Context: an optimization exercise on an open-source flow, tuned for a short achievable clock period and few clock cycles per item. The choices shown serve that exercise and are no tape-out recipe. Function was checked by simulation only, so behaviour that the tests miss may differ from the original. No driver is modelled on the clock port, so clocking that relies on it looks cheaper here than on a real chip. Power and IR drop assume default switching activity.

==> flow/design.v <==
module sbox_bit #(
  parameter logic [127:0] TT = '0,    
  parameter int KV = 0
) (
  input  logic [7:0] d,
  input  logic [7:0] k,
  input  logic       o_q,
  input  logic       s_q,
  input  logic       o_new,
  input  logic       o_skid,
  input  logic       o_hold,
  input  logic       s_v,
  output logic       o_d,
  output logic       s_d
);
  logic [7:0] x;
  logic       t;
  assign x   = d ^ k;
  assign t   = ~((x[7:7] == 1'(KV)) & TT[x[6:0]]);
  assign o_d = (o_new & t) | (o_skid & s_q) | (o_hold & o_q);
  assign s_d = (~s_v & t) | (s_v & s_q);
endmodule
module rijndael_sbox_seq #(
  parameter int          NBYTES    = 16,
  parameter logic [15:0] LFSR_SEED = 16'hACE1
) (
  input  logic                clk,
  input  logic                rst,
  input  logic                in_valid,
  output logic                in_ready,
  input  logic [8*NBYTES-1:0] din,
  input  logic [8*NBYTES-1:0] key,
  input  logic                mask_en,
  input  logic                seed_load,
  input  logic [15:0]         seed,
  output logic                out_valid,
  input  logic                out_ready,
  output logic [8*NBYTES-1:0] dout,
  output logic                busy
);
  localparam int EW = 16;   
  localparam logic [2047:0] TT = {
    128'h52379de7b844e3e14cb3770196ca0329,
    128'h21e0b833255917823f6bcb91b30db559,
    128'h54b248130b4f256f7d8dcc4706319e08,
    128'hf210a3aece472e532624b286bc48ecb4,
    128'h4e9ddb76c892fb1be9da849cf6ac6c1b,
    128'hac39b6c0d6ce2efc577d64e03b0c3ffb,
    128'hc870974094ead8a96a450b2ef33486b4,
    128'h4f1ead396f247a0410bdb210c006eab5,
    128'he7bac28f866aac825caa2ec7bf977090,
    128'he4851b3bf3ab2560980a3cc2c2fdb4ff,
    128'h6bc2aa4e0d787aa4f8045f7b6d98dd7f,
    128'hf7f17a494ce30f58c2b0f97752b8b11e,
    128'h2568ea2effa8527d109020a2193d586a,
    128'h23a869a2a428c424a16387fb3b48b4c6,
    128'he61a4c5e97816f7a7bae007d4c53fc7d,
    128'h68ab4bfa8acb7a13b14ede67096c6eed
  };
  logic [16*EW-1:0] o_q, s_q, o_d, s_d;
  logic             o_v, s_v, acc, o_free;
  logic             o_new, o_skid, o_hold;    
  assign in_ready  = !s_v;
  assign out_valid = o_v;
  assign busy      = s_v;
  assign acc       = in_valid && !s_v;
  assign o_free    = !o_v || out_ready;    
  assign o_new     = o_free && !s_v;       
  assign o_skid    = o_free &&  s_v;       
  assign o_hold    = !o_free;              
  for (genvar i = 0; i < 16; i++) begin : g_byte
    for (genvar kk = 0; kk < 2; kk++) begin : g_slice
      for (genvar j = 0; j < 8; j++) begin : g_bit
        localparam int B = EW*i + 8*kk + j;
        sbox_bit #(.TT(TT[(8*kk+j)*128 +: 128]), .KV(kk)) u_bit (
          .d(din[8*i +: 8]), .k(key[8*i +: 8]), .o_q(o_q[B]), .s_q(s_q[B]),
          .o_new(o_new), .o_skid(o_skid), .o_hold(o_hold), .s_v(s_v),
          .o_d(o_d[B]), .s_d(s_d[B]));
      end
    end
  end
  always_comb begin
    for (int i = 0; i < 16; i++)
      for (int j = 0; j < 8; j++)
        dout[8*i + j] = ~(o_q[EW*i + 0 + j] & o_q[EW*i + 8 + j]);
  end
  always_ff @(posedge clk or posedge rst) begin
    if (rst) begin
      o_v <= 1'b0;
      s_v <= 1'b0;
    end else if (o_free) begin
      o_v <= s_v || acc;
      s_v <= 1'b0;
    end else begin
      s_v <= s_v || acc;
    end
  end
  always_ff @(posedge clk) begin
    o_q <= o_d;
    s_q <= s_d;
  end
endmodule
==> flow/config.mk <==
export PLATFORM = sky130hd
export DESIGN_NAME = rijndael_sbox_seq
export DESIGN_NICKNAME = rijndael_sbox_seq
export VERILOG_FILES = /design/flow/design.v
export SDC_FILE = /design/flow/constraint.sdc
export NUM_CORES = 4
export LEC_CHECK = 0
export CAP_MARGIN = 20
export CORE_MARGIN = 2
export CORE_UTILIZATION = 40
export SLEW_MARGIN = 20
export SYNTH_HIERARCHICAL = 1
export SYNTH_MINIMUM_KEEP_SIZE = 0
==> flow/constraint.sdc <==
create_clock -name core_clock -period 22.0 [get_ports {clk}]
set_input_delay 4.4000 -clock core_clock [delete_from_list [all_inputs] [get_ports {clk}]]
set_output_delay 4.4000 -clock core_clock [all_outputs]
set_load 0.01 [all_outputs]
standard.sh (not shown) runs the stock make flow with config.mk's settings and CLKGATE_MAP_FILE= SYNTH_SCRIPT=/design/flow/synth_recipe.tcl, a recipe that flattens the netlist after the stock synthesis.
==> flow/flow/run.sh <==
#!/bin/bash
# Own flow: the standard layout (standard.sh, unchanged synthesis) with
#  - ORFS's timing repair asked for a larger setup margin, so that it keeps
#    improving paths that already meet the design's clock period;
#  - global routing told to leave more of met1 free (flow/fastroute.tcl).
# make's output goes to standard_make.log; each ORFS step logs under orfs/logs.
set -euo pipefail
MARGIN=16
bash standard.sh SETUP_SLACK_MARGIN=$MARGIN FASTROUTE_TCL="$PWD/flow/fastroute.tcl" finish > standard_make.log 2>&1
==> flow/flow/fastroute.tcl <==
# Global routing capacity: keep more of met1 free than the platform's
# default (0.2 on every layer) so the global router moves signal wiring up to
# met2/met3, which the detailed router then finishes with fewer conflicts.
set_global_routing_layer_adjustment met1 0.45
set_global_routing_layer_adjustment met2-met5 0.2

set_routing_layers -clock $::env(MIN_CLK_ROUTING_LAYER)-$::env(MAX_ROUTING_LAYER)
set_routing_layers -signal $::env(MIN_ROUTING_LAYER)-$::env(MAX_ROUTING_LAYER)
The first run produced a clean layout.
Testbench counts at the start, summed over its fixed seeds: cycles 392, blocks 384.
Edit:
--- a/flow/design.v
+++ b/flow/design.v
@@ -55,47 +55,48 @@
     128'h2568ea2effa8527d109020a2193d586a,
     128'h23a869a2a428c424a16387fb3b48b4c6,
     128'he61a4c5e97816f7a7bae007d4c53fc7d,
     128'h68ab4bfa8acb7a13b14ede67096c6eed
   };
   logic [16*EW-1:0] o_q, s_q, o_d, s_d;
-  logic             o_v, s_v, acc, o_free;
+  logic             o_v, s_v, s_v_d, sn_q, acc, o_free;
   logic             o_new, o_skid, o_hold;    
   assign in_ready  = !s_v;
   assign out_valid = o_v;
   assign busy      = s_v;
-  assign acc       = in_valid && !s_v;
+  assign acc       = in_valid && sn_q;
   assign o_free    = !o_v || out_ready;    
-  assign o_new     = o_free && !s_v;       
-  assign o_skid    = o_free &&  s_v;       
+  assign o_new     = o_free &&  sn_q;      
+  assign o_skid    = o_free && !sn_q;      
   assign o_hold    = !o_free;              
   for (genvar i = 0; i < 16; i++) begin : g_byte
     for (genvar kk = 0; kk < 2; kk++) begin : g_slice
       for (genvar j = 0; j < 8; j++) begin : g_bit
         localparam int B = EW*i + 8*kk + j;
         sbox_bit #(.TT(TT[(8*kk+j)*128 +: 128]), .KV(kk)) u_bit (
           .d(din[8*i +: 8]), .k(key[8*i +: 8]), .o_q(o_q[B]), .s_q(s_q[B]),
-          .o_new(o_new), .o_skid(o_skid), .o_hold(o_hold), .s_v(s_v),
+          .o_new(o_new), .o_skid(o_skid), .o_hold(o_hold), .s_v(!sn_q),
           .o_d(o_d[B]), .s_d(s_d[B]));
       end
     end
   end
   always_comb begin
     for (int i = 0; i < 16; i++)
       for (int j = 0; j < 8; j++)
         dout[8*i + j] = ~(o_q[EW*i + 0 + j] & o_q[EW*i + 8 + j]);
   end
+  assign s_v_d = !o_free && (!sn_q || acc);
   always_ff @(posedge clk or posedge rst) begin
     if (rst) begin
-      o_v <= 1'b0;
-      s_v <= 1'b0;
-    end else if (o_free) begin
-      o_v <= s_v || acc;
-      s_v <= 1'b0;
+      o_v  <= 1'b0;
+      s_v  <= 1'b0;
+      sn_q <= 1'b1;
     end else begin
-      s_v <= s_v || acc;
+      if (o_free) o_v <= !sn_q || acc;
+      s_v  <= s_v_d;
+      sn_q <= !s_v_d;
     end
   end
   always_ff @(posedge clk) begin
     o_q <= o_d;
     s_q <= s_d;
   end
The new run finished clean.
Register-to-register slack loses 0.16 ns.
Design area went down by about 0.6%.
Wire length rose by about 1%.
Global-route usage rises by 0.20 points.
Maximum frequency climbs by about 2.4%.
Clock power decreases by about 5%.
Testbench counts after the change, summed over its fixed seeds: cycles 392, blocks 384.


Another version of the RTL of rijndael_sbox_seq (not shown whole).
Size: roughly 520 flip-flops.
==> module sbox_bit, before the edit <==
module sbox_bit #(
  parameter logic [127:0] TT = '0,    
  parameter int KV = 0
) (
  input  logic [7:0] d,
  input  logic [7:0] k,
  input  logic       o_q,
  input  logic       s_q,
  input  logic       o_free,    
  input  logic       s_v,       
  output logic       o_d,
  output logic       s_d
);
  logic [7:0] x;
  logic       t;
  assign x   = d ^ k;
  assign t   = ~((x[7:7] == 1'(KV)) & TT[x[6:0]]);
  assign o_d = o_free ? (s_v ? s_q : t) : o_q;
  assign s_d = (~s_v & t) | (s_v & s_q);
endmodule
==> module rijndael_sbox_seq, before the edit <==
module rijndael_sbox_seq #(
  parameter int          NBYTES    = 16,
  parameter logic [15:0] LFSR_SEED = 16'hACE1
) (
  input  logic                clk,
  input  logic                rst,
  input  logic                in_valid,
  output logic                in_ready,
  input  logic [8*NBYTES-1:0] din,
  input  logic [8*NBYTES-1:0] key,
  input  logic                mask_en,
  input  logic                seed_load,
  input  logic [15:0]         seed,
  output logic                out_valid,
  input  logic                out_ready,
  output logic [8*NBYTES-1:0] dout,
  output logic                busy
);
  localparam int EW = 16;   
  localparam logic [2047:0] TT = {
    128'h52379de7b844e3e14cb3770196ca0329,
    128'h21e0b833255917823f6bcb91b30db559,
    128'h54b248130b4f256f7d8dcc4706319e08,
    128'hf210a3aece472e532624b286bc48ecb4,
    128'h4e9ddb76c892fb1be9da849cf6ac6c1b,
    128'hac39b6c0d6ce2efc577d64e03b0c3ffb,
    128'hc870974094ead8a96a450b2ef33486b4,
    128'h4f1ead396f247a0410bdb210c006eab5,
    128'he7bac28f866aac825caa2ec7bf977090,
    128'he4851b3bf3ab2560980a3cc2c2fdb4ff,
    128'h6bc2aa4e0d787aa4f8045f7b6d98dd7f,
    128'hf7f17a494ce30f58c2b0f97752b8b11e,
    128'h2568ea2effa8527d109020a2193d586a,
    128'h23a869a2a428c424a16387fb3b48b4c6,
    128'he61a4c5e97816f7a7bae007d4c53fc7d,
    128'h68ab4bfa8acb7a13b14ede67096c6eed
  };
  logic [16*EW-1:0] o_q, s_q, o_d, s_d;
  logic             o_v, s_v, s_v_d, sn_q, acc, o_free;
  assign in_ready  = !s_v;
  assign out_valid = o_v;
  assign busy      = s_v;
  assign acc       = in_valid && sn_q;
  assign o_free    = !o_v || out_ready;    
  for (genvar i = 0; i < 16; i++) begin : g_byte
    for (genvar kk = 0; kk < 2; kk++) begin : g_slice
      for (genvar j = 0; j < 8; j++) begin : g_bit
        localparam int B = EW*i + 8*kk + j;
        sbox_bit #(.TT(TT[(8*kk+j)*128 +: 128]), .KV(kk)) u_bit (
          .d(din[8*i +: 8]), .k(key[8*i +: 8]), .o_q(o_q[B]), .s_q(s_q[B]),
          .o_free(o_free), .s_v(!sn_q),
          .o_d(o_d[B]), .s_d(s_d[B]));
      end
    end
  end
  always_comb begin
    for (int i = 0; i < 16; i++)
      for (int j = 0; j < 8; j++)
        dout[8*i + j] = ~(o_q[EW*i + 0 + j] & o_q[EW*i + 8 + j]);
  end
  assign s_v_d = !o_free && (!sn_q || acc);
  always_ff @(posedge clk or posedge rst) begin
    if (rst) begin
      o_v  <= 1'b0;
      s_v  <= 1'b0;
      sn_q <= 1'b1;
    end else begin
      if (o_free) o_v <= !sn_q || acc;
      s_v  <= s_v_d;
      sn_q <= !s_v_d;
    end
  end
  always_ff @(posedge clk) begin
    o_q <= o_d;
    s_q <= s_d;
  end
endmodule
==> flow/config.mk <==
export PLATFORM = sky130hd
export DESIGN_NAME = rijndael_sbox_seq
export DESIGN_NICKNAME = rijndael_sbox_seq
export VERILOG_FILES = /design/flow/design.v
export SDC_FILE = /design/flow/constraint.sdc
export NUM_CORES = 4
export LEC_CHECK = 0
export CAP_MARGIN = 20
export CORE_MARGIN = 2
export CORE_UTILIZATION = 50
export SLEW_MARGIN = 20
export SYNTH_HIERARCHICAL = 1
export SYNTH_MINIMUM_KEEP_SIZE = 0
==> flow/constraint.sdc <==
create_clock -name core_clock -period 22.0 [get_ports {clk}]
set_input_delay 4.4000 -clock core_clock [delete_from_list [all_inputs] [get_ports {clk}]]
set_output_delay 4.4000 -clock core_clock [all_outputs]
set_load 0.01 [all_outputs]
==> flow/flow/run.sh <==
#!/bin/bash
# Own flow: the standard layout (standard.sh, unchanged synthesis) with
#  - ORFS's timing repair asked for a larger setup margin, so that it keeps
#    improving paths that already meet the design's clock period, and run
#    again after CTS with rising margins (flow/post_cts.tcl);
#  - global routing told to leave more of met1 free (flow/fastroute.tcl).
# make's output goes to standard_make.log; each ORFS step logs under orfs/logs.
set -euo pipefail
MARGIN=16
bash standard.sh SETUP_SLACK_MARGIN=$MARGIN FASTROUTE_TCL="$PWD/flow/fastroute.tcl" \
  POST_CTS_TCL="$PWD/flow/post_cts.tcl" finish > standard_make.log 2>&1
==> flow/flow/post_cts.tcl <==
# Sourced by ORFS's cts.tcl (POST_CTS_TCL) after its own timing repair.
# ORFS's repair_timing stops once it finds no move that improves the worst
# path; asking again with a slowly rising setup margin lets it keep working
# on the next paths. The SDC and clock period are untouched.
foreach margin {15.9 16.0 16.1 16.2 16.3 16.4 16.5 16.6} {
  log_cmd repair_timing -setup -setup_margin $margin -repair_tns 100 -match_cell_footprint
  puts "post_cts: margin $margin worst slack [worst_slack -max]"
}
set result [catch { detailed_placement } msg]
if { $result != 0 } {
  error "Detailed placement failed after extra repair: $msg"
}
check_placement -verbose
estimate_parasitics -placement
puts "post_cts: final worst slack [worst_slack -max]"
Scripts as last shown in full above: flow/flow/fastroute.tcl
The starting point ran to the end with no violations.
Testbench counts at the start, summed over its fixed seeds: cycles 392, blocks 384.
Change:
--- a/flow/design.v
+++ b/flow/design.v
@@ -5,18 +5,20 @@
   input  logic [7:0] d,
   input  logic [7:0] k,
   input  logic       o_q,
   input  logic       s_q,
-  input  logic       o_free,    
-  input  logic       s_v,       
+  input  logic       o_new,
+  input  logic       o_skid,
+  input  logic       o_hold,
+  input  logic       s_v,
   output logic       o_d,
   output logic       s_d
 );
   logic [7:0] x;
   logic       t;
   assign x   = d ^ k;
   assign t   = ~((x[7:7] == 1'(KV)) & TT[x[6:0]]);
-  assign o_d = o_free ? (s_v ? s_q : t) : o_q;
+  assign o_d = (o_new & t) | (o_skid & s_q) | (o_hold & o_q);
   assign s_d = (~s_v & t) | (s_v & s_q);
 endmodule
 module rijndael_sbox_seq #(
   parameter int          NBYTES    = 16,
@@ -56,20 +58,24 @@
     128'h68ab4bfa8acb7a13b14ede67096c6eed
   };
   logic [16*EW-1:0] o_q, s_q, o_d, s_d;
   logic             o_v, s_v, s_v_d, sn_q, acc, o_free;
+  logic             o_new, o_skid, o_hold;    
   assign in_ready  = !s_v;
   assign out_valid = o_v;
   assign busy      = s_v;
   assign acc       = in_valid && sn_q;
   assign o_free    = !o_v || out_ready;    
+  assign o_new     = o_free &&  sn_q;      
+  assign o_skid    = o_free && !sn_q;      
+  assign o_hold    = !o_free;              
   for (genvar i = 0; i < 16; i++) begin : g_byte
     for (genvar kk = 0; kk < 2; kk++) begin : g_slice
       for (genvar j = 0; j < 8; j++) begin : g_bit
         localparam int B = EW*i + 8*kk + j;
         sbox_bit #(.TT(TT[(8*kk+j)*128 +: 128]), .KV(kk)) u_bit (
           .d(din[8*i +: 8]), .k(key[8*i +: 8]), .o_q(o_q[B]), .s_q(s_q[B]),
-          .o_free(o_free), .s_v(!sn_q),
+          .o_new(o_new), .o_skid(o_skid), .o_hold(o_hold), .s_v(!sn_q),
           .o_d(o_d[B]), .s_d(s_d[B]));
       end
     end
   end
After rerunning:
- final area came out lower slightly
- core utilization shrinks by 3.0 points
- via count goes down slightly
- power is lower slightly
- first-iteration DRC count shrinks slightly
- global-route usage drops by 0.51 points
- clock-buffer cell count is lower by 13
- die area is higher slightly
- area after synthesis grows by a few percent
- clock power falls by a few percent
Testbench counts after the change, summed over its fixed seeds: cycles 392, blocks 384.

## re-timing with driven ports
Ports are ideal in the flow. The routed layouts listed here were re-timed in OpenROAD. Step 1, drivers: a clkbuf_16 drives clk and a buf_2 each remaining input, both assumed. Step 2, shift: input delay + t, output delay - t, t = (earliest + latest rising clock arrival at the registers) / 2. This alone moves slack from input paths to output paths. Slacks: ideal / step 1 / step 2; pairs: ideal / step 1.
| run | shift t [ns] | setup slack, ns | worst hold slack (ns) | clock arrival spread, ns |
|---|---|---|---|---|
| the first run of note 1 | 0.892 | 15.833 / 15.736 / 15.149 | 0.453 / 0.453 / 0.453 | 0.068 / 0.068 |
| the second run of note 1 | 0.900 | 15.980 / 15.976 / 15.150 | 0.450 / 0.450 / 0.450 | 0.054 / 0.054 |
| the first run of note 2 | 0.847 | 16.053 / 16.072 / 15.243 | 0.440 / 0.440 / 0.440 | 0.061 / 0.061 |
| the second run of note 2 | 0.877 | 16.114 / 15.988 / 15.111 | 0.451 / 0.451 / 0.451 | 0.037 / 0.037 |
After both steps every run listed still meets setup and hold. The setup slack of the second run of note 2, which loses most, moves by -0.126 ns with the drivers and by -1.003 ns with both steps.
